What follows belongs to an exercise in optimizing a design on an open flow for small area, a short achievable clock period and few clock cycles; a production flow would make more cautious choices.
No functional check of the RTL was part of any run shown here.
Power figures rest on the tool's default switching activity, not on a simulated workload.

## flow/design.v (module list and top-level ports; edited modules follow where they fit)
// module rtc_fields_to_epoch_seconds_unit: 1260 lines
module rtc_fields_to_epoch_seconds_unit (
  input  logic      clk,
  input  logic      rst,
  input  logic      start,
  output logic      busy,
  input  rfes_pkg::rfes_in_t  fields,
  output logic      done,
  output rfes_pkg::rfes_out_t result,
  input  logic      cfg_write,
  input  logic      cfg_index,
  input  logic      cfg_data
);
  // ...
==> flow/flow/run.sh <==
#!/bin/bash
# Standard layout, with the port buffers made of the smallest buffer cell,
# Yosys's generic fine-grained ABC pass skipped (so that the adders written as
# gates reach full-adder extraction as written), and clock tree synthesis
# without dummy loads.
set -euo pipefail
bash standard.sh SYNTH_ARGS=-noabc BUFFER_PORTS_ARGS="-buffer_cell sky130_fd_sc_hd__buf_1" \
  CTS_ARGS="-sink_clustering_enable -repair_clock_nets -buf_list sky130_fd_sc_hd__clkbuf_8 -dont_use_dummy_load" \
  finish > standard_flow.log 2>&1
==> flow/standard.sh <==
#!/bin/bash
# synth_recipe.tcl (not shown) runs the flow's synth.tcl, then flattens the netlist and writes it again
# the make line also repeats each setting of config.mk as NAME=value (left out here)
make -C /OpenROAD-flow-scripts/flow DESIGN_CONFIG=/design/flow/config.mk WORK_HOME=/design/flow/orfs CLKGATE_MAP_FILE= SYNTH_SCRIPT=/design/flow/synth_recipe.tcl "${@:-finish}"
==> flow/config.mk <==
export PLATFORM = sky130hd
export DESIGN_NAME = rtc_fields_to_epoch_seconds_unit
export DESIGN_NICKNAME = rtc_fields_to_epoch_seconds_unit
export VERILOG_FILES = /design/flow/design.v
export SDC_FILE = /design/flow/constraint.sdc
export NUM_CORES = 4
export LEC_CHECK = 0
export CAP_MARGIN = 20
export CORE_MARGIN = 2
export CORE_UTILIZATION = 40
export CTS_BUF_LIST = sky130_fd_sc_hd__clkbuf_8
export SETUP_SLACK_MARGIN = 5.0
export SLEW_MARGIN = 20
==> flow/constraint.sdc <==
create_clock -name core_clock -period 8.0 [get_ports {clk}]
set_input_delay 1.6000 -clock core_clock [delete_from_list [all_inputs] [get_ports {clk}]]
set_output_delay 1.6000 -clock core_clock [all_outputs]
set_load 0.01 [all_outputs]
==> results.cfg, run 1 <==
[finish]
multi_input_area_mm2 = 0.00430
diodes = 0
top_area_cell_class = multi-input combinational cells
nMultiInputCombCells = 467
seqCellArea_mm2 = 0.00270
seq_cells = 135
area_growth_pct = 10.1

[cts]
cts_buffers = 17
htree_levels = 4
cts.reportedPaths.clkPinSlew_ps = 60
cts_setup_buffers = 0
cts_sinks = 135

[pwr]
pwr-share-clk = 0.147
seq_power_share = 0.384
p_comb_frac = 0.469
p_sw_mw = 1.01
powerClk_mw = 0.393
sw_frac_of_total = 0.377

[synth]
synth_top_family_by_area = adder cells
synth_xor_xnor_area_share = 0.0391
synthMuxAreaShare = 0.00406
ys_seq_elements = 135
synth_compound_area_frac = 0.143

[floorplanning]
nWellTaps = 229
initial_utilization = 0.409

[grt]
grt_start_max_net_pins = 24
grt_use_met1 = 0.213
grt_util_met3 = 0.0414
top_usage_layer = met2

[drt]
routed-via-count = 4879
drc = 0

[worst_hold_path]
min_to = res_q[1]$_DFF_P_

[timing]
post-route-period-util = 0.351
hold_viol = 0
setup_viol = 0

[setup_path]
r2r-end = cs0_q_15$_DFF_P_

[run_status]
status = no timing/DRC/antenna violations

[place]
pre_cts_ws_ps = 4790
dp_hpwl_mm = 11.0
==> module rtc_fields_to_epoch_seconds_unit, before the edit <==
module rtc_fields_to_epoch_seconds_unit (
  input  logic      clk,
  input  logic      rst,
  input  logic      start,
  output logic      busy,
  input  rfes_pkg::rfes_in_t  fields,
  output logic      done,
  output rfes_pkg::rfes_out_t result,
  input  logic      cfg_write,
  input  logic      cfg_index,
  input  logic      cfg_data
);
  logic        bcd_mode;
  logic        twelve_hour_mode;
  always_ff @(posedge clk) begin
    if (rst) begin
      bcd_mode         <= 1'b1;
      twelve_hour_mode <= 1'b0;
    end else if (cfg_write) begin
      case (cfg_index)
        rfes_pkg::CFG_BCD_MODE:  bcd_mode         <= cfg_data;
        rfes_pkg::CFG_TWELVE_HR: twelve_hour_mode <= cfg_data;
        default:       bcd_mode         <= bcd_mode;
      endcase
    end
  end
  assign busy = 1'b0;
  logic [5:0]  sec6;
  logic [5:0]  min6;
  logic [4:0]  hv5;
  logic [4:0]  day5;
  logic [6:0]  yr7;
  logic [3:0]  mon4;
  logic [3:0]  h4;
  logic [4:0]  hr5;
  logic        leap;
  logic [3:0]  ml;
  logic [1:0]  fields_r;
  logic        err_sec, err_min, err_hr, err_day, err_mon, err_yr, err_all;
  logic t0;
  logic t1;
  logic t2;
  logic t3;
  logic t4;
  logic t5;
  logic t6;
  logic t7;
  logic t8;
  logic t9;
  logic t10;
  logic t11;
  logic t12;
  logic t13;
  logic t14;
  logic t15;
  logic t16;
  logic t17;
  logic t18;
  logic t19;
  logic t20;
  logic t21;
  logic t22;
  logic t23;
  logic t24;
  logic t25;
  logic t26;
  logic t27;
  logic t28;
  logic t29;
  logic t30;
  logic t31;
  logic t32;
  logic t33;
  logic t34;
  logic t35;
  logic t36;
  logic t37;
  logic t38;
  logic t39;
  logic t40;
  logic t41;
  logic t42;
  logic t43;
  logic t44;
  logic t45;
  logic t46;
  logic t47;
  logic t48;
  logic t49;
  logic t50;
  logic t51;
  logic t52;
  logic t53;
  logic t54;
  logic t55;
  logic t56;
  logic t57;
  logic t58;
  logic t59;
  logic t60;
  logic t61;
  logic t62;
  logic t63;
  logic t64;
  logic t65;
  logic t66;
  logic t67;
  logic t68;
  logic t69;
  logic t70;
  logic t71;
  logic t72;
  logic t73;
  logic t74;
  logic t75;
  logic t76;
  logic t77;
  logic t78;
  logic t79;
  logic t80;
  logic t81;
  logic t82;
  logic t83;
  logic t84;
  logic t85;
  logic t86;
  logic t87;
  logic t88;
  logic t89;
  logic t90;
  logic t91;
  logic t92;
  assign t0 = bcd_mode & fields.raw_seconds[4];
  assign t1 = bcd_mode & fields.raw_seconds[5];
  assign t2 = bcd_mode ? fields.raw_seconds[6] : fields.raw_seconds[4];
  assign t3 = ~bcd_mode & fields.raw_seconds[5];
  assign t4 = ~bcd_mode & fields.raw_seconds[6];
  assign t5 = fields.raw_seconds[3] ^ fields.raw_seconds[4];
  assign t6 = fields.raw_seconds[3] & fields.raw_seconds[4];
  assign t7 = fields.raw_seconds[5] ^ t3;
  assign t8 = fields.raw_seconds[5] & t3;
  assign t9 = fields.raw_seconds[6] ^ t4;
  assign t10 = fields.raw_seconds[6] & t4;
  assign t11 = fields.raw_seconds[1] ^ t0;
  assign t12 = fields.raw_seconds[2] ^ t1;
  assign t13 = t2 ^ t5;
  assign t14 = t7 ^ t6;
  assign t15 = t9 ^ t8;
  assign t16 = fields.raw_seconds[1] & t0;
  assign t17 = fields.raw_seconds[2] & t1;
  assign t18 = t2 & t5;
  assign t19 = t7 & t6;
  assign t20 = t9 & t8;
  assign t21 = t17 | (t12 & t16);
  assign t22 = t12 & t11;
  assign t23 = t19 | (t14 & t18);
  assign t24 = t14 & t13;
  assign t25 = t18 | (t13 & t21);
  assign t26 = t13 & t22;
  assign t27 = t23 | (t24 & t21);
  assign t28 = t24 & t22;
  assign t29 = t20 | (t15 & t27);
  assign t30 = t12 ^ t16;
  assign t31 = t13 ^ t21;
  assign t32 = t14 ^ t25;
  assign t33 = t15 ^ t27;
  assign t34 = bcd_mode & fields.raw_minutes[4];
  assign t35 = bcd_mode & fields.raw_minutes[5];
  assign t36 = bcd_mode ? fields.raw_minutes[6] : fields.raw_minutes[4];
  assign t37 = ~bcd_mode & fields.raw_minutes[5];
  assign t38 = ~bcd_mode & fields.raw_minutes[6];
  assign t39 = fields.raw_minutes[3] ^ fields.raw_minutes[4];
  assign t40 = fields.raw_minutes[3] & fields.raw_minutes[4];
  assign t41 = fields.raw_minutes[5] ^ t37;
  assign t42 = fields.raw_minutes[5] & t37;
  assign t43 = fields.raw_minutes[6] ^ t38;
  assign t44 = fields.raw_minutes[6] & t38;
  assign t45 = fields.raw_minutes[1] ^ t34;
  assign t46 = fields.raw_minutes[2] ^ t35;
  assign t47 = t36 ^ t39;
  assign t48 = t41 ^ t40;
  assign t49 = t43 ^ t42;
  assign t50 = fields.raw_minutes[1] & t34;
  assign t51 = fields.raw_minutes[2] & t35;
  assign t52 = t36 & t39;
  assign t53 = t41 & t40;
  assign t54 = t43 & t42;
  assign t55 = t51 | (t46 & t50);
  assign t56 = t46 & t45;
  assign t57 = t53 | (t48 & t52);
  assign t58 = t48 & t47;
  assign t59 = t52 | (t47 & t55);
  assign t60 = t47 & t56;
  assign t61 = t57 | (t58 & t55);
  assign t62 = t58 & t56;
  assign t63 = t54 | (t49 & t61);
  assign t64 = t46 ^ t50;
  assign t65 = t47 ^ t55;
  assign t66 = t48 ^ t59;
  assign t67 = t49 ^ t61;
  assign t68 = bcd_mode & fields.raw_monthday[4];
  assign t69 = bcd_mode & fields.raw_monthday[5];
  assign t70 = ~bcd_mode & fields.raw_monthday[4];
  assign t71 = ~bcd_mode & fields.raw_monthday[5];
  assign t72 = fields.raw_monthday[3] ^ fields.raw_monthday[4];
  assign t73 = fields.raw_monthday[3] & fields.raw_monthday[4];
  assign t74 = fields.raw_monthday[5] ^ t71;
  assign t75 = fields.raw_monthday[5] & t71;
  assign t76 = fields.raw_monthday[1] ^ t68;
  assign t77 = fields.raw_monthday[2] ^ t69;
  assign t78 = t70 ^ t72;
  assign t79 = t74 ^ t73;
  assign t80 = fields.raw_monthday[1] & t68;
  assign t81 = fields.raw_monthday[2] & t69;
  assign t82 = t70 & t72;
  assign t83 = t74 & t73;
  assign t84 = t81 | (t77 & t80);
  assign t85 = t77 & t76;
  assign t86 = t83 | (t79 & t82);
  assign t87 = t82 | (t78 & t84);
  assign t88 = t78 & t85;
  assign t89 = t86 | (t79 & t84);
  assign t90 = t77 ^ t80;
  assign t91 = t78 ^ t84;
  assign t92 = t79 ^ t87;
  assign sec6 = {t33, t32, t31, t30, t11, fields.raw_seconds[0]};
  assign min6 = {t67, t66, t65, t64, t45, fields.raw_minutes[0]};
  always_comb begin
    if (!bcd_mode) begin
      hv5 = fields.raw_hours[4:0];
    end else if (fields.raw_hours[5]) begin
      hv5 = {3'b101, fields.raw_hours[1:0]};
    end else if (fields.raw_hours[4]) begin
      hv5 = rfes_pkg::plus10(fields.raw_hours[3:0]);
    end else begin
      hv5 = {1'b0, fields.raw_hours[3:0]};
    end
  end
  assign day5 = {t92, t91, t90, t76, fields.raw_monthday[0]};
  assign yr7 = bcd_mode ? rfes_pkg::bcd_year(fields.raw_year) : fields.raw_year[6:0];
  always_comb begin
    err_sec = bcd_mode ? rfes_pkg::bcd_gt59(fields.raw_seconds) : rfes_pkg::gt8(fields.raw_seconds, 8'd59);
    err_min = bcd_mode ? rfes_pkg::bcd_gt59(fields.raw_minutes) : rfes_pkg::gt8(fields.raw_minutes, 8'd59);
    if (twelve_hour_mode) begin
      err_hr = bcd_mode ? rfes_pkg::bcd_bad_1_12(fields.raw_hours[6:0]) :
                          ((fields.raw_hours[6:0] == 7'd0) ||
                           rfes_pkg::gt8({1'b0, fields.raw_hours[6:0]}, 8'd12));
    end else begin
      err_hr = bcd_mode ? rfes_pkg::bcd_gt23(fields.raw_hours) : rfes_pkg::gt8(fields.raw_hours, 8'd23);
    end
    err_mon = bcd_mode ? (rfes_pkg::bcd_bad_1_12(fields.raw_month[6:0]) || fields.raw_month[7]) :
                         ((fields.raw_month == 8'd0) || rfes_pkg::gt8(fields.raw_month, 8'd12));
    err_yr  = bcd_mode ? rfes_pkg::bcd_gt99(fields.raw_year) : rfes_pkg::gt8(fields.raw_year, 8'd99);
  end
  always_comb begin
    if (bcd_mode && fields.raw_month[4]) begin
      mon4 = {1'b1, fields.raw_month[1], ~fields.raw_month[1], fields.raw_month[0]};
    end else begin
      mon4 = fields.raw_month[3:0];
    end
    if (bcd_mode && fields.raw_hours[4]) begin
      h4 = {1'b1, fields.raw_hours[1], ~fields.raw_hours[1], fields.raw_hours[0]};
    end else begin
      h4 = fields.raw_hours[3:0];
    end
    hr5 = twelve_hour_mode ? rfes_pkg::hour12(h4, fields.raw_hours[7]) : hv5;
    if (bcd_mode) begin
      leap = !fields.raw_year[0] && (fields.raw_year[1] == fields.raw_year[4]);
    end else begin
      leap = (fields.raw_year[1:0] == 2'b00);
    end
    ml[0] = (mon4 == 4'd2) && !leap;
    ml[1] = (mon4 == 4'd2) && leap;
    ml[2] = (mon4 == 4'd4) || (mon4 == 4'd6) || (mon4 == 4'd9) || (mon4 == 4'd11);
    ml[3] = !(ml[0] || ml[1] || ml[2]);
    err_day = (fields.raw_monthday == 8'd0) || rfes_pkg::day_gt(fields.raw_monthday, bcd_mode, 4'b1000);
    err_all = err_sec || err_min || err_hr || err_day || err_mon || err_yr;
    if (bcd_mode) begin
      fields_r = {fields.raw_year[1] ^ fields.raw_year[4], fields.raw_year[0]};
    end else begin
      fields_r = fields.raw_year[1:0];
    end
  end
  logic [3:0]  mona;
  logic [2:0]  monb;
  assign mona[0] = (mon4 == 4'd1) || (mon4 == 4'd5) || (mon4 == 4'd9);
  assign mona[1] = (mon4 == 4'd2) || (mon4 == 4'd6) || (mon4 == 4'd10);
  assign mona[2] = (mon4 == 4'd3) || (mon4 == 4'd7) || (mon4 == 4'd11);
  assign mona[3] = (mon4 == 4'd4) || (mon4 == 4'd8) || (mon4 == 4'd12);
  assign monb[0] = (mon4 == 4'd1) || (mon4 == 4'd2) || (mon4 == 4'd3) || (mon4 == 4'd4);
  assign monb[1] = (mon4 == 4'd5) || (mon4 == 4'd6) || (mon4 == 4'd7) || (mon4 == 4'd8);
  assign monb[2] = (mon4 == 4'd9) || (mon4 == 4'd10) || (mon4 == 4'd11) || (mon4 == 4'd12);
  logic        v_q;
  logic [5:0]  errs_q;
  logic        err_q;
  logic [4:0]  q_q;
  logic [1:0]  r_q;
  logic [3:0]  mona_q;   
  logic [2:0]  monb_q;   
  logic [4:0]  day_q;
  logic [4:0]  hr_q;
  logic [5:0]  min_q;
  logic [5:0]  sec_q;
  logic        leap_q;
  always_ff @(posedge clk) begin
    if (rst) begin
      v_q <= 1'b0;
    end else begin
      v_q <= start;
    end
  end
  always_ff @(posedge clk) begin
    errs_q <= {err_sec, err_min, err_hr, err_day, err_mon, err_yr};
    q_q   <= yr7[6:2];
    r_q   <= fields_r;
    mona_q <= mona;
    monb_q <= monb;
    day_q <= day5;
    hr_q  <= hr5;
    min_q <= min6;
    sec_q <= sec6;
    leap_q <= leap;
  end
  logic [12:1] mon_q;
  logic        err_ml;
  assign err_ml = (mon_q[2] && !leap_q && (day_q > 5'd28)) || (mon_q[2] && leap_q && (day_q > 5'd29)) ||
                  ((mon_q[4] || mon_q[6] || mon_q[9] || mon_q[11]) && (day_q == 5'd31));
  assign err_q  = (|errs_q) || err_ml;
  logic [31:0] epoch;
  logic [31:0] tab;
  assign mon_q[1] = mona_q[0] & monb_q[0];
  assign mon_q[2] = mona_q[1] & monb_q[0];
  assign mon_q[3] = mona_q[2] & monb_q[0];
  assign mon_q[4] = mona_q[3] & monb_q[0];
  assign mon_q[5] = mona_q[0] & monb_q[1];
  assign mon_q[6] = mona_q[1] & monb_q[1];
  assign mon_q[7] = mona_q[2] & monb_q[1];
  assign mon_q[8] = mona_q[3] & monb_q[1];
  assign mon_q[9] = mona_q[0] & monb_q[2];
  assign mon_q[10] = mona_q[1] & monb_q[2];
  assign mon_q[11] = mona_q[2] & monb_q[2];
  assign mon_q[12] = mona_q[3] & monb_q[2];
  assign tab[0] = 1'b0;
  assign tab[1] = 1'b0;
  assign tab[2] = 1'b0;
  assign tab[3] = 1'b0;
  assign tab[4] = 1'b0;
  assign tab[5] = 1'b0;
  assign tab[6] = 1'b0;
  assign tab[7] = (mon_q[1] & ~leap_q) | (mon_q[2] & leap_q) | mon_q[4] | mon_q[5] | mon_q[8] | mon_q[11] | mon_q[12];
  assign tab[8] = (mon_q[1] & ~leap_q) | mon_q[5] | mon_q[7] | mon_q[8] | mon_q[10] | mon_q[11];
  assign tab[9] = mon_q[1] | (mon_q[2] & ~leap_q) | mon_q[4] | mon_q[5] | mon_q[6] | mon_q[7] | mon_q[11];
  assign tab[10] = mon_q[3] | mon_q[5] | mon_q[6] | mon_q[10];
  assign tab[11] = mon_q[3] | mon_q[4] | mon_q[10] | mon_q[11] | mon_q[12];
  assign tab[12] = (mon_q[1] & leap_q) | (mon_q[2] & leap_q) | mon_q[5] | mon_q[6] | mon_q[12];
  assign tab[13] = (mon_q[1] & leap_q) | (mon_q[2] & ~leap_q) | mon_q[4] | mon_q[5] | mon_q[7] | mon_q[9] | mon_q[10];
  assign tab[14] = mon_q[1] | (mon_q[2] & leap_q) | mon_q[4] | mon_q[5] | mon_q[6] | mon_q[7] | mon_q[8];
  assign tab[15] = (mon_q[1] & ~leap_q) | (mon_q[2] & ~leap_q) | mon_q[3] | mon_q[5] | mon_q[6] | mon_q[10] | mon_q[11];
  assign tab[16] = (mon_q[1] & leap_q) | (mon_q[2] & ~leap_q) | mon_q[4] | mon_q[6] | mon_q[7] | mon_q[9] | mon_q[11] | mon_q[12];
  assign tab[17] = (mon_q[1] & ~leap_q) | mon_q[2] | mon_q[8] | mon_q[9] | mon_q[10] | mon_q[11] | mon_q[12];
  assign tab[18] = 1'b0;
  assign tab[19] = mon_q[1] | mon_q[3] | mon_q[5] | mon_q[7] | mon_q[9] | mon_q[11];
  assign tab[20] = mon_q[2] | mon_q[3] | mon_q[6] | mon_q[7] | mon_q[10] | mon_q[11];
  assign tab[21] = mon_q[2] | mon_q[5] | mon_q[7] | mon_q[8] | mon_q[10];
  assign tab[22] = mon_q[1] | mon_q[2] | mon_q[4] | mon_q[5] | mon_q[8] | mon_q[11];
  assign tab[23] = mon_q[3] | mon_q[4] | mon_q[5] | mon_q[9] | mon_q[10] | mon_q[11];
  assign tab[24] = mon_q[6] | mon_q[7] | mon_q[8] | mon_q[9] | mon_q[10] | mon_q[11];
  assign tab[25] = mon_q[12];
  assign tab[26] = 1'b0;
  assign tab[27] = 1'b0;
  assign tab[28] = 1'b0;
  assign tab[29] = 1'b0;
  assign tab[30] = 1'b0;
  assign tab[31] = 1'b0;
  logic t93;
  logic t94;
  logic t95;
  logic t96;
  logic t97;
  logic t98;
  logic t99;
  logic t100;
  logic t101;
  logic t102;
  logic t103;
  logic t104;
  logic t105;
  logic t106;
  logic t107;
  logic t108;
  logic t109;
  logic t110;
  logic t111;
  logic t112;
  logic t113;
  logic t114;
  logic t115;
  logic t116;
  logic t117;
  logic t118;
  logic t119;
  logic t120;
  logic t121;
  logic t122;
  logic t123;
  logic t124;
  logic t125;
  logic t126;
  logic t127;
  logic t128;
  logic t129;
  logic t130;
  logic t131;
  logic t132;
  logic t133;
  logic t134;
  logic t135;
  logic t136;
  logic t137;
  logic t138;
  logic t139;
  logic t140;
  logic t141;
  logic t142;
  logic t143;
  logic t144;
  logic t145;
  logic t146;
  logic t147;
  logic t148;
  logic t149;
  logic t150;
  logic t151;
  logic t152;
  logic t153;
  logic t154;
  logic t155;
  logic t156;
  logic t157;
  logic t158;
  logic t159;
  logic t160;
  logic t161;
  logic t162;
  logic t163;
  logic t164;
  logic t165;
  logic t166;
  logic t167;
  logic t168;
  logic t169;
  logic t170;
  logic t171;
  logic t172;
  logic t173;
  logic t174;
  logic t175;
  logic t176;
  logic t177;
  logic t178;
  logic t179;
  logic t180;
  logic t181;
  logic t182;
  logic t183;
  logic t184;
  logic t185;
  logic t186;
  logic t187;
  logic t188;
  logic t189;
  logic t190;
  logic t191;
  logic t192;
  logic t193;
  logic t194;
  logic t195;
  logic t196;
  logic t197;
  logic t198;
  logic t199;
  logic t200;
  logic t201;
  logic t202;
  logic t203;
  logic t204;
  logic t205;
  logic t206;
  logic t207;
  logic t208;
  logic t209;
  logic t210;
  logic t211;
  logic t212;
  logic t213;
  logic t214;
  logic t215;
  logic t216;
  logic t217;
  logic t218;
  logic t219;
  logic t220;
  logic t221;
  logic t222;
  logic t223;
  logic t224;
  logic t225;
  logic t226;
  logic t227;
  logic t228;
  logic t229;
  logic t230;
  logic t231;
  logic t232;
  logic t233;
  logic t234;
  logic t235;
  logic t236;
  logic t237;
  logic t238;
  logic t239;
  logic t240;
  logic t241;
  logic t242;
  logic t243;
  logic t244;
  logic t245;
  logic t246;
  logic t247;
  logic t248;
  logic t249;
  logic t250;
  logic t251;
  logic t252;
  logic t253;
  logic t254;
  logic t255;
  logic t256;
  logic t257;
  logic t258;
  logic t259;
  logic t260;
  logic t261;
  logic t262;
  logic t263;
  logic t264;
  logic t265;
  logic t266;
  logic t267;
  logic t268;
  logic t269;
  logic t270;
  logic t271;
  logic t272;
  logic t273;
  logic t274;
  logic t275;
  logic t276;
  logic t277;
  logic t278;
  logic t279;
  logic t280;
  logic t281;
  logic t282;
  logic t283;
  logic t284;
  logic t285;
  logic t286;
  logic t287;
  logic t288;
  logic t289;
  logic t290;
  logic t291;
  logic t292;
  logic t293;
  logic t294;
  logic t295;
  logic t296;
  assign t93 = ~q_q[0] ^ day_q[0];
  assign t94 = ~q_q[0] & day_q[0];
  assign t95 = ~q_q[1] ^ day_q[1] ^ day_q[0];
  assign t96 = (~q_q[1] & day_q[1]) | (day_q[0] & (~q_q[1] ^ day_q[1]));
  assign t97 = ~q_q[2] ^ day_q[2];
  assign t98 = ~q_q[2] & day_q[2];
  assign t99 = ~q_q[3] ^ day_q[3] ^ day_q[2];
  assign t100 = (~q_q[3] & day_q[3]) | (day_q[2] & (~q_q[3] ^ day_q[3]));
  assign t101 = ~q_q[4] ^ day_q[4] ^ day_q[3];
  assign t102 = (~q_q[4] & day_q[4]) | (day_q[3] & (~q_q[4] ^ day_q[4]));
  assign t103 = day_q[4] ^ day_q[0];
  assign t104 = day_q[4] & day_q[0];
  assign t105 = q_q[0] ^ day_q[1];
  assign t106 = q_q[0] & day_q[1];
  assign t107 = q_q[1] ^ day_q[2];
  assign t108 = q_q[1] & day_q[2];
  assign t109 = q_q[2] ^ day_q[3];
  assign t110 = q_q[2] & day_q[3];
  assign t111 = q_q[3] ^ day_q[4] ^ day_q[2];
  assign t112 = (q_q[3] & day_q[4]) | (day_q[2] & (q_q[3] ^ day_q[4]));
  assign t113 = q_q[4] ^ ~q_q[0];
  assign t114 = q_q[4] & ~q_q[0];
  assign t115 = hr_q[3] ^ ~min_q[5] ^ min_q[1];
  assign t116 = (hr_q[3] & ~min_q[5]) | (min_q[1] & (hr_q[3] ^ ~min_q[5]));
  assign t117 = hr_q[4] ^ min_q[2] ^ ~r_q[1];
  assign t118 = (hr_q[4] & min_q[2]) | (~r_q[1] & (hr_q[4] ^ min_q[2]));
  assign t119 = tab[8] ^ t94;
  assign t120 = tab[8] & t94;
  assign t121 = day_q[1] ^ ~hr_q[0] ^ min_q[3];
  assign t122 = (day_q[1] & ~hr_q[0]) | (min_q[3] & (day_q[1] ^ ~hr_q[0]));
  assign t123 = tab[9] ^ t97 ^ t96;
  assign t124 = (tab[9] & t97) | (t96 & (tab[9] ^ t97));
  assign t125 = ~hr_q[1] ^ min_q[4] ^ r_q[0];
  assign t126 = (~hr_q[1] & min_q[4]) | (r_q[0] & (~hr_q[1] ^ min_q[4]));
  assign t127 = tab[10] ^ t98 ^ t99;
  assign t128 = (tab[10] & t98) | (t99 & (tab[10] ^ t98));
  assign t129 = ~hr_q[2] ^ min_q[5] ^ r_q[1];
  assign t130 = (~hr_q[2] & min_q[5]) | (r_q[1] & (~hr_q[2] ^ min_q[5]));
  assign t131 = tab[11] ^ t101 ^ t100;
  assign t132 = (tab[11] & t101) | (t100 & (tab[11] ^ t101));
  assign t133 = ~hr_q[3] ^ hr_q[0] ^ ~r_q[0];
  assign t134 = (~hr_q[3] & hr_q[0]) | (~r_q[0] & (~hr_q[3] ^ hr_q[0]));
  assign t135 = tab[12] ^ t103 ^ t102;
  assign t136 = (tab[12] & t103) | (t102 & (tab[12] ^ t103));
  assign t137 = ~hr_q[4] ^ hr_q[1] ^ ~r_q[1];
  assign t138 = (~hr_q[4] & hr_q[1]) | (~r_q[1] & (~hr_q[4] ^ hr_q[1]));
  assign t139 = tab[13] ^ t105 ^ t104;
  assign t140 = (tab[13] & t105) | (t104 & (tab[13] ^ t105));
  assign t141 = day_q[0] ^ hr_q[2] ^ r_q[0];
  assign t142 = (day_q[0] & hr_q[2]) | (r_q[0] & (day_q[0] ^ hr_q[2]));
  assign t143 = tab[14] ^ t107 ^ t106;
  assign t144 = (tab[14] & t107) | (t106 & (tab[14] ^ t107));
  assign t145 = day_q[1] ^ hr_q[3] ^ r_q[1];
  assign t146 = (day_q[1] & hr_q[3]) | (r_q[1] & (day_q[1] ^ hr_q[3]));
  assign t147 = tab[15] ^ t109 ^ t108;
  assign t148 = (tab[15] & t109) | (t108 & (tab[15] ^ t109));
  assign t149 = day_q[0] ^ hr_q[4] ^ r_q[0];
  assign t150 = (day_q[0] & hr_q[4]) | (r_q[0] & (day_q[0] ^ hr_q[4]));
  assign t151 = tab[16] ^ t110 ^ t111;
  assign t152 = (tab[16] & t110) | (t111 & (tab[16] ^ t110));
  assign t153 = day_q[3] ^ day_q[1] ^ r_q[1];
  assign t154 = (day_q[3] & day_q[1]) | (r_q[1] & (day_q[3] ^ day_q[1]));
  assign t155 = tab[17] ^ t113 ^ t112;
  assign t156 = (tab[17] & t113) | (t112 & (tab[17] ^ t113));
  assign t157 = ~q_q[1] ^ day_q[4] ^ day_q[2];
  assign t158 = (~q_q[1] & day_q[4]) | (day_q[2] & (~q_q[1] ^ day_q[4]));
  assign t159 = 1'b1 ^ t114;
  assign t160 = 1'b1 & t114;
  assign t161 = ~q_q[2] ^ q_q[0] ^ day_q[3];
  assign t162 = (~q_q[2] & q_q[0]) | (day_q[3] & (~q_q[2] ^ q_q[0]));
  assign t163 = ~q_q[3] ^ q_q[1];
  assign t164 = ~q_q[3] & q_q[1];
  assign t165 = ~q_q[4] ^ q_q[2];
  assign t166 = ~q_q[4] & q_q[2];
  assign t167 = ~r_q[0] ^ tab[7];
  assign t168 = ~r_q[0] & tab[7];
  assign t169 = t95 ^ t117 ^ t116;
  assign t170 = (t95 & t117) | (t116 & (t95 ^ t117));
  assign t171 = t121 ^ t118 ^ t120;
  assign t172 = (t121 & t118) | (t120 & (t121 ^ t118));
  assign t173 = t125 ^ t122 ^ t127;
  assign t174 = (t125 & t122) | (t127 & (t125 ^ t122));
  assign t175 = t129 ^ t126 ^ t131;
  assign t176 = (t129 & t126) | (t131 & (t129 ^ t126));
  assign t177 = t133 ^ t130 ^ t135;
  assign t178 = (t133 & t130) | (t135 & (t133 ^ t130));
  assign t179 = t137 ^ t134 ^ t139;
  assign t180 = (t137 & t134) | (t139 & (t137 ^ t134));
  assign t181 = t141 ^ t138 ^ t143;
  assign t182 = (t141 & t138) | (t143 & (t141 ^ t138));
  assign t183 = t145 ^ t142 ^ t147;
  assign t184 = (t145 & t142) | (t147 & (t145 ^ t142));
  assign t185 = t149 ^ t146 ^ t148;
  assign t186 = (t149 & t146) | (t148 & (t149 ^ t146));
  assign t187 = t153 ^ t150 ^ t155;
  assign t188 = (t153 & t150) | (t155 & (t153 ^ t150));
  assign t189 = t157 ^ t154 ^ t159;
  assign t190 = (t157 & t154) | (t159 & (t157 ^ t154));
  assign t191 = tab[19] ^ t161 ^ t158;
  assign t192 = (tab[19] & t161) | (t158 & (tab[19] ^ t161));
  assign t193 = day_q[4] ^ tab[20] ^ t163;
  assign t194 = (day_q[4] & tab[20]) | (t163 & (day_q[4] ^ tab[20]));
  assign t195 = ~r_q[0] ^ tab[21] ^ t165;
  assign t196 = (~r_q[0] & tab[21]) | (t165 & (~r_q[0] ^ tab[21]));
  assign t197 = q_q[3] ^ ~r_q[1] ^ tab[22];
  assign t198 = (q_q[3] & ~r_q[1]) | (tab[22] & (q_q[3] ^ ~r_q[1]));
  assign t199 = q_q[4] ^ ~q_q[0];
  assign t200 = q_q[4] & ~q_q[0];
  assign t201 = ~min_q[0] ^ sec_q[2];
  assign t202 = ~min_q[0] & sec_q[2];
  assign t203 = ~min_q[1] ^ sec_q[3];
  assign t204 = ~min_q[1] & sec_q[3];
  assign t205 = hr_q[0] ^ ~min_q[2] ^ sec_q[4];
  assign t206 = (hr_q[0] & ~min_q[2]) | (sec_q[4] & (hr_q[0] ^ ~min_q[2]));
  assign t207 = hr_q[1] ^ ~min_q[3] ^ sec_q[5];
  assign t208 = (hr_q[1] & ~min_q[3]) | (sec_q[5] & (hr_q[1] ^ ~min_q[3]));
  assign t209 = hr_q[2] ^ ~min_q[4] ^ min_q[0];
  assign t210 = (hr_q[2] & ~min_q[4]) | (min_q[0] & (hr_q[2] ^ ~min_q[4]));
  assign t211 = t93 ^ t167 ^ t115;
  assign t212 = (t93 & t167) | (t115 & (t93 ^ t167));
  assign t213 = t168 ^ t119 ^ t169;
  assign t214 = (t168 & t119) | (t169 & (t168 ^ t119));
  assign t215 = t123 ^ t170 ^ t171;
  assign t216 = (t123 & t170) | (t171 & (t123 ^ t170));
  assign t217 = t124 ^ t172 ^ t173;
  assign t218 = (t124 & t172) | (t173 & (t124 ^ t172));
  assign t219 = t128 ^ t175 ^ t174;
  assign t220 = (t128 & t175) | (t174 & (t128 ^ t175));
  assign t221 = t132 ^ t177 ^ t176;
  assign t222 = (t132 & t177) | (t176 & (t132 ^ t177));
  assign t223 = t136 ^ t179 ^ t178;
  assign t224 = (t136 & t179) | (t178 & (t136 ^ t179));
  assign t225 = t140 ^ t181 ^ t180;
  assign t226 = (t140 & t181) | (t180 & (t140 ^ t181));
  assign t227 = t144 ^ t183 ^ t182;
  assign t228 = (t144 & t183) | (t182 & (t144 ^ t183));
  assign t229 = t151 ^ t185 ^ t184;
  assign t230 = (t151 & t185) | (t184 & (t151 ^ t185));
  assign t231 = t152 ^ t186 ^ t187;
  assign t232 = (t152 & t186) | (t187 & (t152 ^ t186));
  assign t233 = t156 ^ t189 ^ t188;
  assign t234 = (t156 & t189) | (t188 & (t156 ^ t189));
  assign t235 = t160 ^ t191 ^ t190;
  assign t236 = (t160 & t191) | (t190 & (t160 ^ t191));
  assign t237 = t162 ^ t193 ^ t192;
  assign t238 = (t162 & t193) | (t192 & (t162 ^ t193));
  assign t239 = t164 ^ t195 ^ t194;
  assign t240 = (t164 & t195) | (t194 & (t164 ^ t195));
  assign t241 = t166 ^ t197 ^ t196;
  assign t242 = (t166 & t197) | (t196 & (t166 ^ t197));
  assign t243 = tab[23] ^ t199 ^ t198;
  assign t244 = (tab[23] & t199) | (t198 & (tab[23] ^ t199));
  assign t245 = ~q_q[1] ^ tab[24] ^ t200;
  assign t246 = (~q_q[1] & tab[24]) | (t200 & (~q_q[1] ^ tab[24]));
  assign t247 = ~q_q[2] ^ r_q[0] ^ tab[25];
  assign t248 = (~q_q[2] & r_q[0]) | (tab[25] & (~q_q[2] ^ r_q[0]));
  assign t249 = ~q_q[3] ^ r_q[1];
  assign t250 = ~q_q[3] & r_q[1];
  assign t251 = ~q_q[4] ^ q_q[0] ^ 1'b1;
  assign t252 = (~q_q[4] & q_q[0]) | (1'b1 & (~q_q[4] ^ q_q[0]));
  assign t253 = 1'b1 ^ t201;
  assign t254 = t203 ^ t202;
  assign t255 = t205 ^ t204;
  assign t256 = t207 ^ t206;
  assign t257 = t209 ^ t208;
  assign t258 = t211 ^ t210;
  assign t259 = t213 ^ t212;
  assign t260 = 1'b0 ^ 1'b0;
  assign t261 = 1'b1 & t201;
  assign t262 = t203 & t202;
  assign t263 = t205 & t204;
  assign t264 = t207 & t206;
  assign t265 = t209 & t208;
  assign t266 = t211 & t210;
  assign t267 = t213 & t212;
  assign t268 = 1'b0 & 1'b0;
  assign t269 = t262 | (t254 & t261);
  assign t270 = t254 & t253;
  assign t271 = t264 | (t256 & t263);
  assign t272 = t256 & t255;
  assign t273 = t266 | (t258 & t265);
  assign t274 = t258 & t257;
  assign t275 = t268 | (t260 & t267);
  assign t276 = t263 | (t255 & t269);
  assign t277 = t255 & t270;
  assign t278 = t271 | (t272 & t269);
  assign t279 = t272 & t270;
  assign t280 = t267 | (t259 & t273);
  assign t281 = t259 & t274;
  assign t282 = t275 | (t260 & t273);
  assign t283 = t265 | (t257 & t278);
  assign t284 = t257 & t279;
  assign t285 = t273 | (t274 & t278);
  assign t286 = t274 & t279;
  assign t287 = t280 | (t281 & t278);
  assign t288 = t281 & t279;
  assign t289 = t282 | (t260 & t278);
  assign t290 = t254 ^ t261;
  assign t291 = t255 ^ t269;
  assign t292 = t256 ^ t276;
  assign t293 = t257 ^ t278;
  assign t294 = t258 ^ t283;
  assign t295 = t259 ^ t285;
  assign t296 = t260 ^ t287;
  logic        v2_q;
  logic        err2_q;
  logic        lo_q_0;
  logic        lo_q_1;
  logic        lo_q_2;
  logic        lo_q_3;
  logic        lo_q_4;
  logic        lo_q_5;
  logic        lo_q_6;
  logic        lo_q_7;
  logic        lo_q_8;
  logic        cy_q;
  logic        cs0_q_9;
  logic        cs1_q_9;
  logic        cs0_q_10;
  logic        cs1_q_10;
  logic        cs0_q_11;
  logic        cs1_q_11;
  logic        cs0_q_12;
  logic        cs1_q_12;
  logic        cs0_q_13;
  logic        cs1_q_13;
  logic        cs0_q_14;
  logic        cs1_q_14;
  logic        cs0_q_15;
  logic        cs1_q_15;
  logic        cs0_q_16;
  logic        cs1_q_16;
  logic        cs0_q_17;
  logic        cs1_q_17;
  logic        cs0_q_18;
  logic        cs1_q_18;
  logic        cs0_q_19;
  logic        cs1_q_19;
  logic        cs0_q_20;
  logic        cs1_q_20;
  logic        cs0_q_21;
  logic        cs1_q_21;
  logic        cs0_q_22;
  logic        cs1_q_22;
  logic        cs0_q_23;
  logic        cs1_q_23;
  logic        cs0_q_24;
  logic        cs1_q_24;
  logic        cs0_q_25;
  logic        cs1_q_25;
  logic        cs0_q_26;
  logic        cs1_q_26;
  logic        cs0_q_27;
  logic        cs1_q_27;
  logic        cs0_q_28;
  logic        cs1_q_28;
  logic        cs0_q_29;
  logic        cs1_q_29;
  logic        cs0_q_30;
  logic        cs0_q_31;
  always_ff @(posedge clk) begin
    if (rst) begin
      v2_q <= 1'b0;
    end else begin
      v2_q <= v_q;
    end
  end
  always_ff @(posedge clk) begin
    err2_q <= err_q;
    lo_q_0 <= sec_q[0];
    lo_q_1 <= sec_q[1];
    lo_q_2 <= t253;
    lo_q_3 <= t290;
    lo_q_4 <= t291;
    lo_q_5 <= t292;
    lo_q_6 <= t293;
    lo_q_7 <= t294;
    lo_q_8 <= t295;
    cy_q <= t296;
    cs0_q_9 <= t215;
    cs1_q_9 <= t214;
    cs0_q_10 <= t217;
    cs1_q_10 <= t216;
    cs0_q_11 <= t219;
    cs1_q_11 <= t218;
    cs0_q_12 <= t221;
    cs1_q_12 <= t220;
    cs0_q_13 <= t223;
    cs1_q_13 <= t222;
    cs0_q_14 <= t225;
    cs1_q_14 <= t224;
    cs0_q_15 <= t227;
    cs1_q_15 <= t226;
    cs0_q_16 <= t229;
    cs1_q_16 <= t228;
    cs0_q_17 <= t231;
    cs1_q_17 <= t230;
    cs0_q_18 <= t233;
    cs1_q_18 <= t232;
    cs0_q_19 <= t235;
    cs1_q_19 <= t234;
    cs0_q_20 <= t237;
    cs1_q_20 <= t236;
    cs0_q_21 <= t239;
    cs1_q_21 <= t238;
    cs0_q_22 <= t241;
    cs1_q_22 <= t240;
    cs0_q_23 <= t243;
    cs1_q_23 <= t242;
    cs0_q_24 <= t245;
    cs1_q_24 <= t244;
    cs0_q_25 <= t247;
    cs1_q_25 <= t246;
    cs0_q_26 <= t249;
    cs1_q_26 <= t248;
    cs0_q_27 <= t251;
    cs1_q_27 <= t250;
    cs0_q_28 <= q_q[1];
    cs1_q_28 <= t252;
    cs0_q_29 <= q_q[2];
    cs1_q_29 <= 1'b1;
    cs0_q_30 <= q_q[3];
    cs0_q_31 <= q_q[4];
  end
  logic t297;
  logic t298;
  logic t299;
  logic t300;
  logic t301;
  logic t302;
  logic t303;
  logic t304;
  logic t305;
  logic t306;
  logic t307;
  logic t308;
  logic t309;
  logic t310;
  logic t311;
  logic t312;
  logic t313;
  logic t314;
  logic t315;
  logic t316;
  logic t317;
  logic t318;
  logic t319;
  logic t320;
  logic t321;
  logic t322;
  logic t323;
  logic t324;
  logic t325;
  logic t326;
  logic t327;
  logic t328;
  logic t329;
  logic t330;
  logic t331;
  logic t332;
  logic t333;
  logic t334;
  logic t335;
  logic t336;
  logic t337;
  logic t338;
  logic t339;
  logic t340;
  logic t341;
  logic t342;
  logic t343;
  logic t344;
  logic t345;
  logic t346;
  logic t347;
  logic t348;
  logic t349;
  logic t350;
  logic t351;
  logic t352;
  logic t353;
  logic t354;
  logic t355;
  logic t356;
  logic t357;
  logic t358;
  logic t359;
  logic t360;
  logic t361;
  logic t362;
  logic t363;
  logic t364;
  logic t365;
  logic t366;
  logic t367;
  logic t368;
  logic t369;
  logic t370;
  logic t371;
  logic t372;
  logic t373;
  logic t374;
  logic t375;
  logic t376;
  logic t377;
  logic t378;
  logic t379;
  logic t380;
  logic t381;
  logic t382;
  logic t383;
  logic t384;
  logic t385;
  logic t386;
  logic t387;
  logic t388;
  logic t389;
  logic t390;
  logic t391;
  logic t392;
  logic t393;
  logic t394;
  logic t395;
  logic t396;
  logic t397;
  logic t398;
  logic t399;
  logic t400;
  logic t401;
  logic t402;
  logic t403;
  logic t404;
  logic t405;
  logic t406;
  logic t407;
  logic t408;
  logic t409;
  logic t410;
  logic t411;
  logic t412;
  logic t413;
  logic t414;
  logic t415;
  logic t416;
  logic t417;
  logic t418;
  logic t419;
  logic t420;
  logic t421;
  logic t422;
  logic t423;
  logic t424;
  logic t425;
  logic t426;
  logic t427;
  logic t428;
  logic t429;
  logic t430;
  logic t431;
  logic t432;
  logic t433;
  logic t434;
  logic t435;
  logic t436;
  logic t437;
  logic t438;
  logic t439;
  logic t440;
  logic t441;
  logic t442;
  logic t443;
  logic t444;
  logic t445;
  logic t446;
  logic t447;
  logic t448;
  logic t449;
  logic t450;
  logic t451;
  logic t452;
  logic t453;
  logic t454;
  logic t455;
  logic t456;
  logic t457;
  logic t458;
  logic t459;
  logic t460;
  logic t461;
  logic t462;
  logic t463;
  logic t464;
  logic t465;
  logic t466;
  logic t467;
  assign t297 = cy_q ^ cy_q;
  assign t298 = cs0_q_9 ^ cs1_q_9;
  assign t299 = cs0_q_10 ^ cs1_q_10;
  assign t300 = cs0_q_11 ^ cs1_q_11;
  assign t301 = cs0_q_12 ^ cs1_q_12;
  assign t302 = cs0_q_13 ^ cs1_q_13;
  assign t303 = cs0_q_14 ^ cs1_q_14;
  assign t304 = cs0_q_15 ^ cs1_q_15;
  assign t305 = cs0_q_16 ^ cs1_q_16;
  assign t306 = cs0_q_17 ^ cs1_q_17;
  assign t307 = cs0_q_18 ^ cs1_q_18;
  assign t308 = cs0_q_19 ^ cs1_q_19;
  assign t309 = cs0_q_20 ^ cs1_q_20;
  assign t310 = cs0_q_21 ^ cs1_q_21;
  assign t311 = cs0_q_22 ^ cs1_q_22;
  assign t312 = cs0_q_23 ^ cs1_q_23;
  assign t313 = cs0_q_24 ^ cs1_q_24;
  assign t314 = cs0_q_25 ^ cs1_q_25;
  assign t315 = cs0_q_26 ^ cs1_q_26;
  assign t316 = cs0_q_27 ^ cs1_q_27;
  assign t317 = cs0_q_28 ^ cs1_q_28;
  assign t318 = cs0_q_29 ^ cs1_q_29;
  assign t319 = cs0_q_30 ^ 1'b0;
  assign t320 = cs0_q_31 ^ 1'b0;
  assign t321 = cy_q & cy_q;
  assign t322 = cs0_q_9 & cs1_q_9;
  assign t323 = cs0_q_10 & cs1_q_10;
  assign t324 = cs0_q_11 & cs1_q_11;
  assign t325 = cs0_q_12 & cs1_q_12;
  assign t326 = cs0_q_13 & cs1_q_13;
  assign t327 = cs0_q_14 & cs1_q_14;
  assign t328 = cs0_q_15 & cs1_q_15;
  assign t329 = cs0_q_16 & cs1_q_16;
  assign t330 = cs0_q_17 & cs1_q_17;
  assign t331 = cs0_q_18 & cs1_q_18;
  assign t332 = cs0_q_19 & cs1_q_19;
  assign t333 = cs0_q_20 & cs1_q_20;
  assign t334 = cs0_q_21 & cs1_q_21;
  assign t335 = cs0_q_22 & cs1_q_22;
  assign t336 = cs0_q_23 & cs1_q_23;
  assign t337 = cs0_q_24 & cs1_q_24;
  assign t338 = cs0_q_25 & cs1_q_25;
  assign t339 = cs0_q_26 & cs1_q_26;
  assign t340 = cs0_q_27 & cs1_q_27;
  assign t341 = cs0_q_28 & cs1_q_28;
  assign t342 = cs0_q_29 & cs1_q_29;
  assign t343 = cs0_q_30 & 1'b0;
  assign t344 = cs0_q_31 & 1'b0;
  assign t345 = t322 | (t298 & t321);
  assign t346 = t298 & t297;
  assign t347 = t324 | (t300 & t323);
  assign t348 = t300 & t299;
  assign t349 = t326 | (t302 & t325);
  assign t350 = t302 & t301;
  assign t351 = t328 | (t304 & t327);
  assign t352 = t304 & t303;
  assign t353 = t330 | (t306 & t329);
  assign t354 = t306 & t305;
  assign t355 = t332 | (t308 & t331);
  assign t356 = t308 & t307;
  assign t357 = t334 | (t310 & t333);
  assign t358 = t310 & t309;
  assign t359 = t336 | (t312 & t335);
  assign t360 = t312 & t311;
  assign t361 = t338 | (t314 & t337);
  assign t362 = t314 & t313;
  assign t363 = t340 | (t316 & t339);
  assign t364 = t316 & t315;
  assign t365 = t342 | (t318 & t341);
  assign t366 = t318 & t317;
  assign t367 = t344 | (t320 & t343);
  assign t368 = t323 | (t299 & t345);
  assign t369 = t299 & t346;
  assign t370 = t347 | (t348 & t345);
  assign t371 = t348 & t346;
  assign t372 = t327 | (t303 & t349);
  assign t373 = t303 & t350;
  assign t374 = t351 | (t352 & t349);
  assign t375 = t352 & t350;
  assign t376 = t331 | (t307 & t353);
  assign t377 = t307 & t354;
  assign t378 = t355 | (t356 & t353);
  assign t379 = t356 & t354;
  assign t380 = t335 | (t311 & t357);
  assign t381 = t311 & t358;
  assign t382 = t359 | (t360 & t357);
  assign t383 = t360 & t358;
  assign t384 = t339 | (t315 & t361);
  assign t385 = t315 & t362;
  assign t386 = t363 | (t364 & t361);
  assign t387 = t364 & t362;
  assign t388 = t343 | (t319 & t365);
  assign t389 = t319 & t366;
  assign t390 = t367 | (t320 & t365);
  assign t391 = t325 | (t301 & t370);
  assign t392 = t301 & t371;
  assign t393 = t349 | (t350 & t370);
  assign t394 = t350 & t371;
  assign t395 = t372 | (t373 & t370);
  assign t396 = t373 & t371;
  assign t397 = t374 | (t375 & t370);
  assign t398 = t375 & t371;
  assign t399 = t333 | (t309 & t378);
  assign t400 = t309 & t379;
  assign t401 = t357 | (t358 & t378);
  assign t402 = t358 & t379;
  assign t403 = t380 | (t381 & t378);
  assign t404 = t381 & t379;
  assign t405 = t382 | (t383 & t378);
  assign t406 = t383 & t379;
  assign t407 = t341 | (t317 & t386);
  assign t408 = t317 & t387;
  assign t409 = t365 | (t366 & t386);
  assign t410 = t366 & t387;
  assign t411 = t388 | (t389 & t386);
  assign t412 = t389 & t387;
  assign t413 = t390 | (t320 & t386);
  assign t414 = t329 | (t305 & t397);
  assign t415 = t305 & t398;
  assign t416 = t353 | (t354 & t397);
  assign t417 = t354 & t398;
  assign t418 = t376 | (t377 & t397);
  assign t419 = t377 & t398;
  assign t420 = t378 | (t379 & t397);
  assign t421 = t379 & t398;
  assign t422 = t399 | (t400 & t397);
  assign t423 = t400 & t398;
  assign t424 = t401 | (t402 & t397);
  assign t425 = t402 & t398;
  assign t426 = t403 | (t404 & t397);
  assign t427 = t404 & t398;
  assign t428 = t405 | (t406 & t397);
  assign t429 = t406 & t398;
  assign t430 = t337 | (t313 & t428);
  assign t431 = t313 & t429;
  assign t432 = t361 | (t362 & t428);
  assign t433 = t362 & t429;
  assign t434 = t384 | (t385 & t428);
  assign t435 = t385 & t429;
  assign t436 = t386 | (t387 & t428);
  assign t437 = t387 & t429;
  assign t438 = t407 | (t408 & t428);
  assign t439 = t408 & t429;
  assign t440 = t409 | (t410 & t428);
  assign t441 = t410 & t429;
  assign t442 = t411 | (t412 & t428);
  assign t443 = t412 & t429;
  assign t444 = t413 | (t320 & t428);
  assign t445 = t298 ^ t321;
  assign t446 = t299 ^ t345;
  assign t447 = t300 ^ t368;
  assign t448 = t301 ^ t370;
  assign t449 = t302 ^ t391;
  assign t450 = t303 ^ t393;
  assign t451 = t304 ^ t395;
  assign t452 = t305 ^ t397;
  assign t453 = t306 ^ t414;
  assign t454 = t307 ^ t416;
  assign t455 = t308 ^ t418;
  assign t456 = t309 ^ t420;
  assign t457 = t310 ^ t422;
  assign t458 = t311 ^ t424;
  assign t459 = t312 ^ t426;
  assign t460 = t313 ^ t428;
  assign t461 = t314 ^ t430;
  assign t462 = t315 ^ t432;
  assign t463 = t316 ^ t434;
  assign t464 = t317 ^ t436;
  assign t465 = t318 ^ t438;
  assign t466 = t319 ^ t440;
  assign t467 = t320 ^ t442;
  assign epoch = {t467, t466, t465, t464, t463, t462, t461, t460, t459, t458, t457, t456, t455, t454, t453, t452, t451, t450, t449, t448, t447, t446, t445, lo_q_8, lo_q_7, lo_q_6, lo_q_5, lo_q_4, lo_q_3, lo_q_2, lo_q_1, lo_q_0};
  logic        v3_q;
  logic [32:0] res_q;
  always_ff @(posedge clk) begin
    if (rst) begin
      v3_q <= 1'b0;
    end else begin
      v3_q <= v2_q;
    end
  end
  always_ff @(posedge clk) begin
    res_q <= {epoch, err2_q};
  end
  assign done   = v3_q;
  assign result = res_q;
endmodule
==> inputs of run 2 (changes only) <==
--- a/flow/design.v
+++ b/flow/design.v
@@ -852,7 +852,7 @@
     ml[1] = (mon4 == 4'd2) && leap;
     ml[2] = (mon4 == 4'd4) || (mon4 == 4'd6) || (mon4 == 4'd9) || (mon4 == 4'd11);
     ml[3] = !(ml[0] || ml[1] || ml[2]);
-    err_day = (fields.raw_monthday == 8'd0) || rfes_pkg::day_gt(fields.raw_monthday, bcd_mode, 4'b1000);
+    err_day = (fields.raw_monthday == 8'd0) || rfes_pkg::day_gt(fields.raw_monthday, bcd_mode, ml);
     err_all = err_sec || err_min || err_hr || err_day || err_mon || err_yr;
     if (bcd_mode) begin
       fields_r = {fields.raw_year[1] ^ fields.raw_year[4], fields.raw_year[0]};
@@ -900,13 +900,10 @@
     sec_q <= sec6;
     leap_q <= leap;
   end
-  logic [12:1] mon_q;
-  logic        err_ml;
-  assign err_ml = (mon_q[2] && !leap_q && (day_q > 5'd28)) || (mon_q[2] && leap_q && (day_q > 5'd29)) ||
-                  ((mon_q[4] || mon_q[6] || mon_q[9] || mon_q[11]) && (day_q == 5'd31));
-  assign err_q  = (|errs_q) || err_ml;
+  assign err_q = |errs_q;
   logic [31:0] epoch;
   logic [31:0] tab;
+  logic [12:1] mon_q;
   assign mon_q[1] = mona_q[0] & monb_q[0];
   assign mon_q[2] = mona_q[1] & monb_q[0];
   assign mon_q[3] = mona_q[2] & monb_q[0];
@@ -1181,44 +1178,44 @@
   assign t116 = (hr_q[3] & ~min_q[5]) | (min_q[1] & (hr_q[3] ^ ~min_q[5]));
   assign t117 = hr_q[4] ^ min_q[2] ^ ~r_q[1];
   assign t118 = (hr_q[4] & min_q[2]) | (~r_q[1] & (hr_q[4] ^ min_q[2]));
-  assign t119 = tab[8] ^ t94;
-  assign t120 = tab[8] & t94;
+  assign t119 = t94 ^ t95;
+  assign t120 = t94 & t95;
   assign t121 = day_q[1] ^ ~hr_q[0] ^ min_q[3];
   assign t122 = (day_q[1] & ~hr_q[0]) | (min_q[3] & (day_q[1] ^ ~hr_q[0]));
-  assign t123 = tab[9] ^ t97 ^ t96;
-  assign t124 = (tab[9] & t97) | (t96 & (tab[9] ^ t97));
+  assign t123 = t97 ^ t96 ^ tab[9];
+  assign t124 = (t97 & t96) | (tab[9] & (t97 ^ t96));
   assign t125 = ~hr_q[1] ^ min_q[4] ^ r_q[0];
   assign t126 = (~hr_q[1] & min_q[4]) | (r_q[0] & (~hr_q[1] ^ min_q[4]));
-  assign t127 = tab[10] ^ t98 ^ t99;
-  assign t128 = (tab[10] & t98) | (t99 & (tab[10] ^ t98));
+  assign t127 = t98 ^ t99 ^ tab[10];
+  assign t128 = (t98 & t99) | (tab[10] & (t98 ^ t99));
   assign t129 = ~hr_q[2] ^ min_q[5] ^ r_q[1];
   assign t130 = (~hr_q[2] & min_q[5]) | (r_q[1] & (~hr_q[2] ^ min_q[5]));
-  assign t131 = tab[11] ^ t101 ^ t100;
-  assign t132 = (tab[11] & t101) | (t100 & (tab[11] ^ t101));
+  assign t131 = t101 ^ t100 ^ tab[11];
+  assign t132 = (t101 & t100) | (tab[11] & (t101 ^ t100));
   assign t133 = ~hr_q[3] ^ hr_q[0] ^ ~r_q[0];
   assign t134 = (~hr_q[3] & hr_q[0]) | (~r_q[0] & (~hr_q[3] ^ hr_q[0]));
-  assign t135 = tab[12] ^ t103 ^ t102;
-  assign t136 = (tab[12] & t103) | (t102 & (tab[12] ^ t103));
+  assign t135 = t103 ^ t102 ^ tab[12];
+  assign t136 = (t103 & t102) | (tab[12] & (t103 ^ t102));
   assign t137 = ~hr_q[4] ^ hr_q[1] ^ ~r_q[1];
   assign t138 = (~hr_q[4] & hr_q[1]) | (~r_q[1] & (~hr_q[4] ^ hr_q[1]));
-  assign t139 = tab[13] ^ t105 ^ t104;
-  assign t140 = (tab[13] & t105) | (t104 & (tab[13] ^ t105));
+  assign t139 = t105 ^ t104 ^ tab[13];
+  assign t140 = (t105 & t104) | (tab[13] & (t105 ^ t104));
   assign t141 = day_q[0] ^ hr_q[2] ^ r_q[0];
   assign t142 = (day_q[0] & hr_q[2]) | (r_q[0] & (day_q[0] ^ hr_q[2]));
-  assign t143 = tab[14] ^ t107 ^ t106;
-  assign t144 = (tab[14] & t107) | (t106 & (tab[14] ^ t107));
+  assign t143 = t107 ^ t106 ^ tab[14];
+  assign t144 = (t107 & t106) | (tab[14] & (t107 ^ t106));
   assign t145 = day_q[1] ^ hr_q[3] ^ r_q[1];
   assign t146 = (day_q[1] & hr_q[3]) | (r_q[1] & (day_q[1] ^ hr_q[3]));
-  assign t147 = tab[15] ^ t109 ^ t108;
-  assign t148 = (tab[15] & t109) | (t108 & (tab[15] ^ t109));
+  assign t147 = t109 ^ t108 ^ tab[15];
+  assign t148 = (t109 & t108) | (tab[15] & (t109 ^ t108));
   assign t149 = day_q[0] ^ hr_q[4] ^ r_q[0];
   assign t150 = (day_q[0] & hr_q[4]) | (r_q[0] & (day_q[0] ^ hr_q[4]));
-  assign t151 = tab[16] ^ t110 ^ t111;
-  assign t152 = (tab[16] & t110) | (t111 & (tab[16] ^ t110));
+  assign t151 = t110 ^ t111 ^ tab[16];
+  assign t152 = (t110 & t111) | (tab[16] & (t110 ^ t111));
   assign t153 = day_q[3] ^ day_q[1] ^ r_q[1];
   assign t154 = (day_q[3] & day_q[1]) | (r_q[1] & (day_q[3] ^ day_q[1]));
-  assign t155 = tab[17] ^ t113 ^ t112;
-  assign t156 = (tab[17] & t113) | (t112 & (tab[17] ^ t113));
+  assign t155 = t113 ^ t112 ^ tab[17];
+  assign t156 = (t113 & t112) | (tab[17] & (t113 ^ t112));
   assign t157 = ~q_q[1] ^ day_q[4] ^ day_q[2];
   assign t158 = (~q_q[1] & day_q[4]) | (day_q[2] & (~q_q[1] ^ day_q[4]));
   assign t159 = 1'b1 ^ t114;
@@ -1229,10 +1226,10 @@
   assign t164 = ~q_q[3] & q_q[1];
   assign t165 = ~q_q[4] ^ q_q[2];
   assign t166 = ~q_q[4] & q_q[2];
-  assign t167 = ~r_q[0] ^ tab[7];
-  assign t168 = ~r_q[0] & tab[7];
-  assign t169 = t95 ^ t117 ^ t116;
-  assign t170 = (t95 & t117) | (t116 & (t95 ^ t117));
+  assign t167 = ~r_q[0] ^ t93;
+  assign t168 = ~r_q[0] & t93;
+  assign t169 = t117 ^ t116 ^ t119;
+  assign t170 = (t117 & t116) | (t119 & (t117 ^ t116));
   assign t171 = t121 ^ t118 ^ t120;
   assign t172 = (t121 & t118) | (t120 & (t121 ^ t118));
   assign t173 = t125 ^ t122 ^ t127;
@@ -1247,20 +1244,20 @@
   assign t182 = (t141 & t138) | (t143 & (t141 ^ t138));
   assign t183 = t145 ^ t142 ^ t147;
   assign t184 = (t145 & t142) | (t147 & (t145 ^ t142));
-  assign t185 = t149 ^ t146 ^ t148;
-  assign t186 = (t149 & t146) | (t148 & (t149 ^ t146));
+  assign t185 = t149 ^ t146 ^ t151;
+  assign t186 = (t149 & t146) | (t151 & (t149 ^ t146));
   assign t187 = t153 ^ t150 ^ t155;
   assign t188 = (t153 & t150) | (t155 & (t153 ^ t150));
   assign t189 = t157 ^ t154 ^ t159;
   assign t190 = (t157 & t154) | (t159 & (t157 ^ t154));
-  assign t191 = tab[19] ^ t161 ^ t158;
-  assign t192 = (tab[19] & t161) | (t158 & (tab[19] ^ t161));
-  assign t193 = day_q[4] ^ tab[20] ^ t163;
-  assign t194 = (day_q[4] & tab[20]) | (t163 & (day_q[4] ^ tab[20]));
-  assign t195 = ~r_q[0] ^ tab[21] ^ t165;
-  assign t196 = (~r_q[0] & tab[21]) | (t165 & (~r_q[0] ^ tab[21]));
-  assign t197 = q_q[3] ^ ~r_q[1] ^ tab[22];
-  assign t198 = (q_q[3] & ~r_q[1]) | (tab[22] & (q_q[3] ^ ~r_q[1]));
+  assign t191 = t161 ^ t158 ^ t160;
+  assign t192 = (t161 & t158) | (t160 & (t161 ^ t158));
+  assign t193 = day_q[4] ^ t163 ^ t162;
+  assign t194 = (day_q[4] & t163) | (t162 & (day_q[4] ^ t163));
+  assign t195 = ~r_q[0] ^ t165 ^ t164;
+  assign t196 = (~r_q[0] & t165) | (t164 & (~r_q[0] ^ t165));
+  assign t197 = q_q[3] ^ ~r_q[1] ^ t166;
+  assign t198 = (q_q[3] & ~r_q[1]) | (t166 & (q_q[3] ^ ~r_q[1]));
   assign t199 = q_q[4] ^ ~q_q[0];
   assign t200 = q_q[4] & ~q_q[0];
   assign t201 = ~min_q[0] ^ sec_q[2];
@@ -1273,14 +1270,14 @@
   assign t208 = (hr_q[1] & ~min_q[3]) | (sec_q[5] & (hr_q[1] ^ ~min_q[3]));
   assign t209 = hr_q[2] ^ ~min_q[4] ^ min_q[0];
   assign t210 = (hr_q[2] & ~min_q[4]) | (min_q[0] & (hr_q[2] ^ ~min_q[4]));
-  assign t211 = t93 ^ t167 ^ t115;
-  assign t212 = (t93 & t167) | (t115 & (t93 ^ t167));
-  assign t213 = t168 ^ t119 ^ t169;
-  assign t214 = (t168 & t119) | (t169 & (t168 ^ t119));
-  assign t215 = t123 ^ t170 ^ t171;
-  assign t216 = (t123 & t170) | (t171 & (t123 ^ t170));
-  assign t217 = t124 ^ t172 ^ t173;
-  assign t218 = (t124 & t172) | (t173 & (t124 ^ t172));
+  assign t211 = t115 ^ t167 ^ tab[7];
+  assign t212 = (t115 & t167) | (tab[7] & (t115 ^ t167));
+  assign t213 = t168 ^ tab[8] ^ t169;
+  assign t214 = (t168 & tab[8]) | (t169 & (t168 ^ tab[8]));
+  assign t215 = t171 ^ t170 ^ t123;
+  assign t216 = (t171 & t170) | (t123 & (t171 ^ t170));
+  assign t217 = t172 ^ t124 ^ t173;
+  assign t218 = (t172 & t124) | (t173 & (t172 ^ t124));
   assign t219 = t128 ^ t175 ^ t174;
   assign t220 = (t128 & t175) | (t174 & (t128 ^ t175));
   assign t221 = t132 ^ t177 ^ t176;
@@ -1291,24 +1288,24 @@
   assign t226 = (t140 & t181) | (t180 & (t140 ^ t181));
   assign t227 = t144 ^ t183 ^ t182;
   assign t228 = (t144 & t183) | (t182 & (t144 ^ t183));
-  assign t229 = t151 ^ t185 ^ t184;
-  assign t230 = (t151 & t185) | (t184 & (t151 ^ t185));
-  assign t231 = t152 ^ t186 ^ t187;
-  assign t232 = (t152 & t186) | (t187 & (t152 ^ t186));
-  assign t233 = t156 ^ t189 ^ t188;
-  assign t234 = (t156 & t189) | (t188 & (t156 ^ t189));
-  assign t235 = t160 ^ t191 ^ t190;
-  assign t236 = (t160 & t191) | (t190 & (t160 ^ t191));
-  assign t237 = t162 ^ t193 ^ t192;
-  assign t238 = (t162 & t193) | (t192 & (t162 ^ t193));
-  assign t239 = t164 ^ t195 ^ t194;
-  assign t240 = (t164 & t195) | (t194 & (t164 ^ t195));
-  assign t241 = t166 ^ t197 ^ t196;
-  assign t242 = (t166 & t197) | (t196 & (t166 ^ t197));
-  assign t243 = tab[23] ^ t199 ^ t198;
-  assign t244 = (tab[23] & t199) | (t198 & (tab[23] ^ t199));
-  assign t245 = ~q_q[1] ^ tab[24] ^ t200;
-  assign t246 = (~q_q[1] & tab[24]) | (t200 & (~q_q[1] ^ tab[24]));
+  assign t229 = t148 ^ t185 ^ t184;
+  assign t230 = (t148 & t185) | (t184 & (t148 ^ t185));
+  assign t231 = t152 ^ t187 ^ t186;
+  assign t232 = (t152 & t187) | (t186 & (t152 ^ t187));
+  assign t233 = t189 ^ t156 ^ t188;
+  assign t234 = (t189 & t156) | (t188 & (t189 ^ t156));
+  assign t235 = tab[19] ^ t191 ^ t190;
+  assign t236 = (tab[19] & t191) | (t190 & (tab[19] ^ t191));
+  assign t237 = tab[20] ^ t193 ^ t192;
+  assign t238 = (tab[20] & t193) | (t192 & (tab[20] ^ t193));
+  assign t239 = t195 ^ tab[21] ^ t194;
+  assign t240 = (t195 & tab[21]) | (t194 & (t195 ^ tab[21]));
+  assign t241 = t197 ^ t196 ^ tab[22];
+  assign t242 = (t197 & t196) | (tab[22] & (t197 ^ t196));
+  assign t243 = t199 ^ t198 ^ tab[23];
+  assign t244 = (t199 & t198) | (tab[23] & (t199 ^ t198));
+  assign t245 = ~q_q[1] ^ t200 ^ tab[24];
+  assign t246 = (~q_q[1] & t200) | (tab[24] & (~q_q[1] ^ t200));
   assign t247 = ~q_q[2] ^ r_q[0] ^ tab[25];
   assign t248 = (~q_q[2] & r_q[0]) | (tab[25] & (~q_q[2] ^ r_q[0]));
   assign t249 = ~q_q[3] ^ r_q[1];
==> results.cfg, run 2 <==
[run_status]
status = no timing/DRC/antenna violations

[pwr]
seq_power_share = 0.389
power_mw = 2.64
sw_frac_of_total = 0.369
pwr-share-clk = 0.150
p_sw_mw = 0.975
leakage_nw = 3.63
p_per_area_mw_per_mm2 = 321
p_comb_frac = 0.461
p_int_mw = 1.67
peakVddDrop_uv = 130

[timing]
min_period_ps = 2840
setup-tns-final_ps = 0
setup_viol = 0
slew_viol_final = 0
rsz0062_at_grt = false
hold_viol = 0
post-route-period-util = 0.355
max_slew_margin = 0.541
fmax_mhz = 352
tightest_slew_ps = 689
finClkSkew_ps = 29.4

[drt]
wl_per_cell_um = 13.6
first_iter_violations = 181
avgViaCountPerCell = 4.91
final_antenna_net_count = 0
drc = 0
dr.pass1.iters = 5
routed-via-count = 5163
wl_mm = 14.3

[setup_path]
start_kind = register
worst-path-buf-inv = 1
crit_type = register to register
cpMostUsedCell = fa_1
path_delay_family = adder cells
cp_max_fo = 6
cpMaxStageDelayCell = fa_1
path_cells = fa_1 > inv_1 > ha_1 > fa_1 > fa_1 > ha_1 > xor2_1
rrSetupSlack_ps = 5160
required_ps = 8310
endpoint_kind = register
crit_arrival_ps = 3150
cp_slowest_stage_delay_ps = 580

[grt]
grtUsageMet2 = 0.234
grt_util_met3 = 0.0411
antenna_found_initial = 0
grt_pass1_vias = 4993
top_usage_layer = met2
grt_pass1_wl_mm = 24.3
grt.overflow.total = 0
grt_start_max_net_pins = 26
grt_use_met1 = 0.214
grt_util_all_layers = 0.155

[finish]
layout_commonest_cell = dfxtp_1
drive_gt1_frac = 0.0403
finalNetCount = 1002
utilization = 0.443
largest_reg_flops = 33
diodes = 0
most-common-layout-cells = 131 x dfxtp_1, 87 x buf_1, 77 x inv_1
area_growth_pct = 9.73
top_register = res_q

[floorplanning]
rows = 50
pin_count = 89
initial_utilization = 0.404
core_mm2 = 0.0186
die_width_um = 141
floorplan.die.height_um = 141
die_area_mm2 = 0.0199

[synth]
synthFlopType = dfxtp_1
yosysMostFrequentCell = dfxtp_1
synth_cells = 748
synth_seq_area_share = 0.360
synth.top_cell.area_share = 0.360
synth.avg_cell_area_um2 = 10.0
ys_seq_elements = 135
synthTopCellsByCount = 135 x dfxtp_1, 77 x fa_1, 77 x inv_1, 51 x ha_1
synth_top_area_cell = dfxtp_1
ys_types = 65
synth_area_leaders = dfxtp_1 36%, fa_1 21%, ha_1 8.5%
async_reset_ff_frac = 0
synth_edf_count = 0
synthesis.area_mm2 = 0.00751
syn_nets = 930
yosys_warnings = 1

[place]
dp_hpwl_mm = 11.2
portBuffers = 87
routabilityCongestion = 0.886

[cts]
cts_setup_buffers = 0
cts.reportedPaths.clkPinSlew_ps = 60
tritoncts = done
cts_sinks = 135
cts_resized = 0
ctsLongestPathBuffers = 2
cts_root_buffer = clkbuf_8
clock_latency_ps = 440
cts_buffers = 17
htree_levels = 4
cts_hold_buf = 0

[job]
maxCapViolCount = 0

[worst_hold_path]
hp-class = register to register
-- run 2: area by class of cell --
cell class	count	area, um^2
Timing Repair Buffer	88	334
Tap cell	234	293
Clock buffer	17	234
Multi-Input combinational cell	501	4380
Fill cell	1810	10300
Sequential cell	135	2710
Inverter	77	289
-- run 2: cell families (layout without fill, tap and decap cells) --
logic type,after synthesis,count (layout),share of synthesized area
compound gates,161,161,0.137
xor+xnor,30,30,0.0350
fa+ha+maj,128,128,0.290
buf+inv,112,182,0.0568
flops,135,135,0.360
mux,4,4,0.00550
other cells,1,1,0.000500
simple gates,177,177,0.115
-- run 2: through the flow --
step	hold slack, ps	std cells	cell area [um^2]	worst slack [ps]
4_1_cts	324	1052	8230	5050
3_5_place_dp	312	1035	8000	4760
3_3_place_gp	311	1035	8000	4800
6_report	321	1052	8240	5160
2_1_floorplan	310	748	7510	5000
5_1_grt	328	1052	8240	5060
-- run 2: path summary, 6_finish.rpt --
| path | start | endpoint | cells after the start |
|---|---|---|---|
| setup reg to reg | q_q[1]$_DFF_P_ | lo_q_8$_DFF_P_ | 7 |
| hold / removal | lo_q_4$_DFF_P_ | res_q[5]$_DFF_P_ | 0 |
| setup / recovery | q_q[1]$_DFF_P_ | lo_q_8$_DFF_P_ | 7 |
| hold reg to reg | lo_q_4$_DFF_P_ | res_q[5]$_DFF_P_ | 0 |
-- run 2: per-layer routing --
metal	part of all wire	up-vias
met3	0.045	14
met1	0.50	2395
li1	-	2640
met5	0	-
met4	0.016	0
met2	0.44	114
-- run 2: power groups by stage --
stage               Sequential (mW)  Combinational, mW  Clock, mW
finish                         1.03               1.22      0.396
global route                   1.06               1.44      0.445
CTS                            1.03               1.23      0.420
detailed placement             1.05               1.23          0
global placement               1.05               1.21          0
floorplan                      1.06              0.886          0

Re-timed with assumed drivers on the ports (clkbuf_16 on the clock, buf_2 on other inputs), run 2 has 5.161 ns of setup slack against 5.161 ns with ideal ports, and 4.732 ns once port delays also move by the mid clock arrival of 0.465 ns.
